From an optimization exercise on the open Yosys and OpenROAD flow, aimed at small area; shortcuts taken in it are not production practice. In this exercise RTL edits were held to simulation tests only and were not proved equivalent to the original.

==> inputs of run a <==
==> flow/design.v <==
module regfile_sb #(
  parameter  int DATA_W   = 32,
  parameter  int NUM_REGS = 32,
  localparam int ADDR_W   = $clog2(NUM_REGS)
) (
  input  logic              clk,
  input  logic              reset,
  input  logic [ADDR_W-1:0] rd_addr_1,
  input  logic [ADDR_W-1:0] rd_addr_2,
  output logic [DATA_W-1:0] rd_data_1,
  output logic [DATA_W-1:0] rd_data_2,
  output logic              rd_busy_1,
  output logic              rd_busy_2,
  input  logic              wr_en,
  input  logic [ADDR_W-1:0] wr_addr,
  input  logic [DATA_W-1:0] wr_data,
  input  logic              rsv_en,
  input  logic [ADDR_W-1:0] rsv_addr,
  output logic              rsv_ok,
  output logic [ADDR_W:0]   busy_count
);
  logic [DATA_W-1:0]   r_regs [NUM_REGS];
  logic [NUM_REGS-1:0] r_valid;
  logic [NUM_REGS-1:0] r_busy;
  logic [ADDR_W:0]     r_busy_count;
  logic [NUM_REGS-1:0] w_we;       
  logic [NUM_REGS-1:0] w_rsv;      
  logic [NUM_REGS-1:0] w_sel_1;    
  logic [NUM_REGS-1:0] w_sel_2;
  logic                w_busy_eff;
  logic                w_set;
  logic                w_rel;
  always_comb begin
    for (int i = 0; i < NUM_REGS; i++) begin
      w_we[i]    = (i != 0) && wr_en && (wr_addr == ADDR_W'(i));
      w_rsv[i]   = (i != 0) && (rsv_addr == ADDR_W'(i));
      w_sel_1[i] = (rd_addr_1 == ADDR_W'(i));
      w_sel_2[i] = (rd_addr_2 == ADDR_W'(i));
    end
  end
  assign w_busy_eff = |(w_rsv & r_busy & ~w_we);
  assign rsv_ok     = rsv_en && ((rsv_addr == '0) ? reset : !w_busy_eff);
  assign w_set      = rsv_en && !w_busy_eff && (rsv_addr != '0);
  assign w_rel      = |(w_we & r_busy);
  always_ff @(posedge clk) begin
    for (int i = 1; i < NUM_REGS; i++)
      if (w_we[i]) r_regs[i] <= wr_data;
  end
  always_ff @(posedge clk or negedge reset) begin
    if (!reset) begin
      r_valid      <= '0;
      r_busy       <= '0;
      r_busy_count <= '0;
    end else begin
      r_valid      <= (r_valid | w_we) & {{(NUM_REGS-1){1'b1}}, 1'b0};
      r_busy       <= ((r_busy & ~w_we) | (w_rsv & {NUM_REGS{w_set}})) & {{(NUM_REGS-1){1'b1}}, 1'b0};
      r_busy_count <= r_busy_count + {{ADDR_W{1'b0}}, w_set} - {{ADDR_W{1'b0}}, w_rel};
    end
  end
  assign busy_count = r_busy_count;
  always_comb begin
    rd_data_1 = '0;
    rd_data_2 = '0;
    rd_busy_1 = 1'b0;
    rd_busy_2 = 1'b0;
    for (int i = 1; i < NUM_REGS; i++) begin
      rd_data_1 = rd_data_1 | ({DATA_W{w_sel_1[i] && r_valid[i]}} & r_regs[i]);
      rd_data_2 = rd_data_2 | ({DATA_W{w_sel_2[i] && r_valid[i]}} & r_regs[i]);
      rd_busy_1 = rd_busy_1 | (w_sel_1[i] && r_busy[i]);
      rd_busy_2 = rd_busy_2 | (w_sel_2[i] && r_busy[i]);
    end
  end
endmodule
==> flow/run.sh <==
#!/bin/bash
# synth_recipe.tcl (not shown) runs the flow's synth.tcl, then flattens the netlist and writes it again
# the make line also repeats each setting of config.mk as NAME=value (left out here)
make -C /OpenROAD-flow-scripts/flow DESIGN_CONFIG=/design/flow/config.mk WORK_HOME=/design/flow/orfs CLKGATE_MAP_FILE= SYNTH_SCRIPT=/design/flow/synth_recipe.tcl finish
==> flow/config.mk <==
export PLATFORM = sky130hd
export DESIGN_NAME = regfile_sb
export DESIGN_NICKNAME = regfile_sb
export VERILOG_FILES = /design/flow/design.v
export SDC_FILE = /design/flow/constraint.sdc
export NUM_CORES = 4
export LEC_CHECK = 0
export CAP_MARGIN = 20
export CORE_MARGIN = 2
export CORE_UTILIZATION = 35
export PLACE_DENSITY = 0.55
export SLEW_MARGIN = 20
==> flow/constraint.sdc <==
create_clock -name core_clock -period 8.0 [get_ports {clk}]
set_input_delay 1.6000 -clock core_clock [delete_from_list [all_inputs] [get_ports {clk}]]
set_output_delay 1.6000 -clock core_clock [all_outputs]
set_load 0.01 [all_outputs]
==> run b (differences from run a) <==
--- a/flow/design.v
+++ b/flow/design.v
@@ -59,12 +59,19 @@
   end
   assign busy_count = r_busy_count;
+  logic [NUM_REGS-1:0] w_rs_1, w_rs_2;
+  assign w_rs_1 = w_sel_1 & r_valid;
+  assign w_rs_2 = w_sel_2 & r_valid;
+  for (genvar b = 0; b < DATA_W; b++) begin : g_rd
+    logic [NUM_REGS-1:1] d;
+    for (genvar i = 1; i < NUM_REGS; i++) begin : g_d
+      assign d[i] = r_regs[i][b];
+    end
+    rfsb_rdbit u_rd1 (.s(w_rs_1[NUM_REGS-1:1]), .d(d), .q(rd_data_1[b]));
+    rfsb_rdbit u_rd2 (.s(w_rs_2[NUM_REGS-1:1]), .d(d), .q(rd_data_2[b]));
+  end
   always_comb begin
-    rd_data_1 = '0;
-    rd_data_2 = '0;
     rd_busy_1 = 1'b0;
     rd_busy_2 = 1'b0;
     for (int i = 1; i < NUM_REGS; i++) begin
-      rd_data_1 = rd_data_1 | ({DATA_W{w_sel_1[i] && r_valid[i]}} & r_regs[i]);
-      rd_data_2 = rd_data_2 | ({DATA_W{w_sel_2[i] && r_valid[i]}} & r_regs[i]);
       rd_busy_1 = rd_busy_1 | (w_sel_1[i] && r_busy[i]);
       rd_busy_2 = rd_busy_2 | (w_sel_2[i] && r_busy[i]);
@@ -72,2 +79,23 @@
   end
 endmodule
+module rfsb_rdbit (
+  input  logic [31:1] s,
+  input  logic [31:1] d,
+  output logic        q
+);
+  logic [10:0] y;    
+  for (genvar k = 0; k < 10; k++) begin : g_p
+    rfsb_aoi222 u (.s(s[3*k+3:3*k+1]), .d(d[3*k+3:3*k+1]), .y(y[k]));
+  end
+  rfsb_nand2 u_last (.a(s[31]), .b(d[31]), .y(y[10]));
+  rfsb_nand11 u_or (.y(y), .q(q));
+endmodule
+module rfsb_aoi222 (input logic [2:0] s, input logic [2:0] d, output logic y);
+  assign y = ~|(s & d);
+endmodule
+module rfsb_nand2 (input logic a, b, output logic y);
+  assign y = ~(a & b);
+endmodule
+module rfsb_nand11 (input logic [10:0] y, output logic q);
+  assign q = ~&y;
+endmodule
--- a/flow/config.mk
+++ b/flow/config.mk
@@ -8,5 +8,9 @@
 export CAP_MARGIN = 20
 export CORE_MARGIN = 2
-export CORE_UTILIZATION = 35
-export PLACE_DENSITY = 0.55
+export CORE_UTILIZATION = 60
+export CTS_BUF_LIST = sky130_fd_sc_hd__clkbuf_8
+export CTS_CLUSTER_DIAMETER = 60
+export CTS_CLUSTER_SIZE = 16
+export PLACE_DENSITY = 0.72
 export SLEW_MARGIN = 20
+export SYNTH_HIERARCHICAL = 1
==> run c (differences from run a) <==
==> flow/design.v (replaced) <==
module regfile_sb #(
  parameter  int DATA_W   = 32,
  parameter  int NUM_REGS = 32,
  localparam int ADDR_W   = $clog2(NUM_REGS)
) (
  input  logic              clk,
  input  logic              reset,
  input  logic [ADDR_W-1:0] rd_addr_1,
  input  logic [ADDR_W-1:0] rd_addr_2,
  output logic [DATA_W-1:0] rd_data_1,
  output logic [DATA_W-1:0] rd_data_2,
  output logic              rd_busy_1,
  output logic              rd_busy_2,
  input  logic              wr_en,
  input  logic [ADDR_W-1:0] wr_addr,
  input  logic [DATA_W-1:0] wr_data,
  input  logic              rsv_en,
  input  logic [ADDR_W-1:0] rsv_addr,
  output logic              rsv_ok,
  output logic [ADDR_W:0]   busy_count
);
  logic [DATA_W-1:0]   r_regs [NUM_REGS];
  logic [NUM_REGS-1:0] r_busy;
  logic [ADDR_W:0]     r_busy_count;
  logic                w_wr_nz;
  logic                w_busy_eff;
  logic                w_set;
  logic                w_rel;
  logic [NUM_REGS-1:0] w_busy_nxt;
  assign w_wr_nz    = wr_en && (wr_addr != '0);
  assign w_busy_eff = r_busy[rsv_addr] && !(w_wr_nz && (wr_addr == rsv_addr));
  assign rsv_ok     = rsv_en && ((rsv_addr == '0) ? reset : !w_busy_eff);
  assign w_set      = rsv_ok && (rsv_addr != '0);
  assign w_rel      = w_wr_nz && r_busy[wr_addr];
  always_comb begin
    w_busy_nxt = r_busy;
    if (w_wr_nz) w_busy_nxt[wr_addr] = 1'b0;
    if (w_set)   w_busy_nxt[rsv_addr] = 1'b1;
  end
  always_ff @(posedge clk or negedge reset) begin
    if (!reset) begin
      for (int i = 0; i < NUM_REGS; i++) r_regs[i] <= '0;
      r_busy       <= '0;
      r_busy_count <= '0;
    end else begin
      if (w_wr_nz) r_regs[wr_addr] <= wr_data;
      r_busy       <= w_busy_nxt;
      r_busy_count <= r_busy_count + {{ADDR_W{1'b0}}, w_set} - {{ADDR_W{1'b0}}, w_rel};
    end
  end
  assign busy_count = r_busy_count;
  assign rd_data_1 = (!reset || rd_addr_1 == '0) ? '0 : r_regs[rd_addr_1];
  assign rd_data_2 = (!reset || rd_addr_2 == '0) ? '0 : r_regs[rd_addr_2];
  assign rd_busy_1 = (!reset || rd_addr_1 == '0) ? 1'b0 : r_busy[rd_addr_1];
  assign rd_busy_2 = (!reset || rd_addr_2 == '0) ? 1'b0 : r_busy[rd_addr_2];
endmodule
==> qor summary <==
quantity                                                                   run c                  run b                  run a
Run status                                      no timing/DRC/antenna violations  no timing/DRC/antenna violations  no timing/DRC/antenna violations
Post-synthesis async set-or-reset flop share                                100%                  6.42%                  6.42%
Iteration-0 DRC Markers                                                     9292                   8976                   9462
Compound-Gate Fraction of Synth Area                                       16.0%                  17.4%                  19.6%
Setup clock skew after layout                                            11.8 ps                47.3 ps                21.2 ps
Critical path endpoint                                              rd_data_1[9]          rd_data_2[17]           rd_data_1[9]
Worst VDD drop                                                          0.202 mV               0.197 mV               0.191 mV
Post-detailed-route wirelength per cell                             41.1 microns           39.8 microns           45.2 microns
Final Cell Area                                                      61000 sq um            47400 sq um            52700 sq um
Final Routed Wirelength                                           271000 microns         150000 microns         222000 microns
Cell type with the largest total area after synthesis                    dfrtp_1               edfxtp_1               edfxtp_1
End of the worst hold path                             r_busy_count[0]$_DFF_PN0_  r_valid[25]$_DFF_PN0_  r_valid[28]$_DFF_PN0_
Source of the critical timing path                                  rd_addr_1[0]           rd_addr_2[1]           rd_addr_1[4]
Placeable core area                                                 149000 sq um            70100 sq um           128000 sq um

## port drivers added, routing unchanged
In the flow no input, the clock included, has a driving cell. The finished layouts below were timed again as built, in two steps. Step 1: set_driving_cell puts a clkbuf_16 on clk and a buf_2 on each other input, an assumption about the parent block. Step 2 times the ports against the registers' clock, not the clock port: input delays grow and output delays shrink by t, the midpoint of the rising clock arrivals with the driver on. a / b / c = ideal ports / drivers / drivers and shift; a / b = the first two.
run | shift t [ns] | slack for setup (ns) | hold WS [ns] | latest minus earliest clock arrival (ns)
run a | 0.796 | 0.543 / 0.503 / 0.503 | 0.487 / 0.487 / 0.487 | 0.037 / 0.037
run b | 0.774 | 0.745 / 0.722 / 0.722 | 0.486 / 0.486 / 0.486 | 0.061 / 0.060
run c | 0.861 | 0.635 / 0.603 / 0.603 | 0.508 / 0.508 / 0.508 | 0.050 / 0.050
After both steps setup and hold are still met in every run listed. For run a, which loses most, drivers alone change the setup slack by -0.040 ns; drivers and shift together by -0.040 ns.
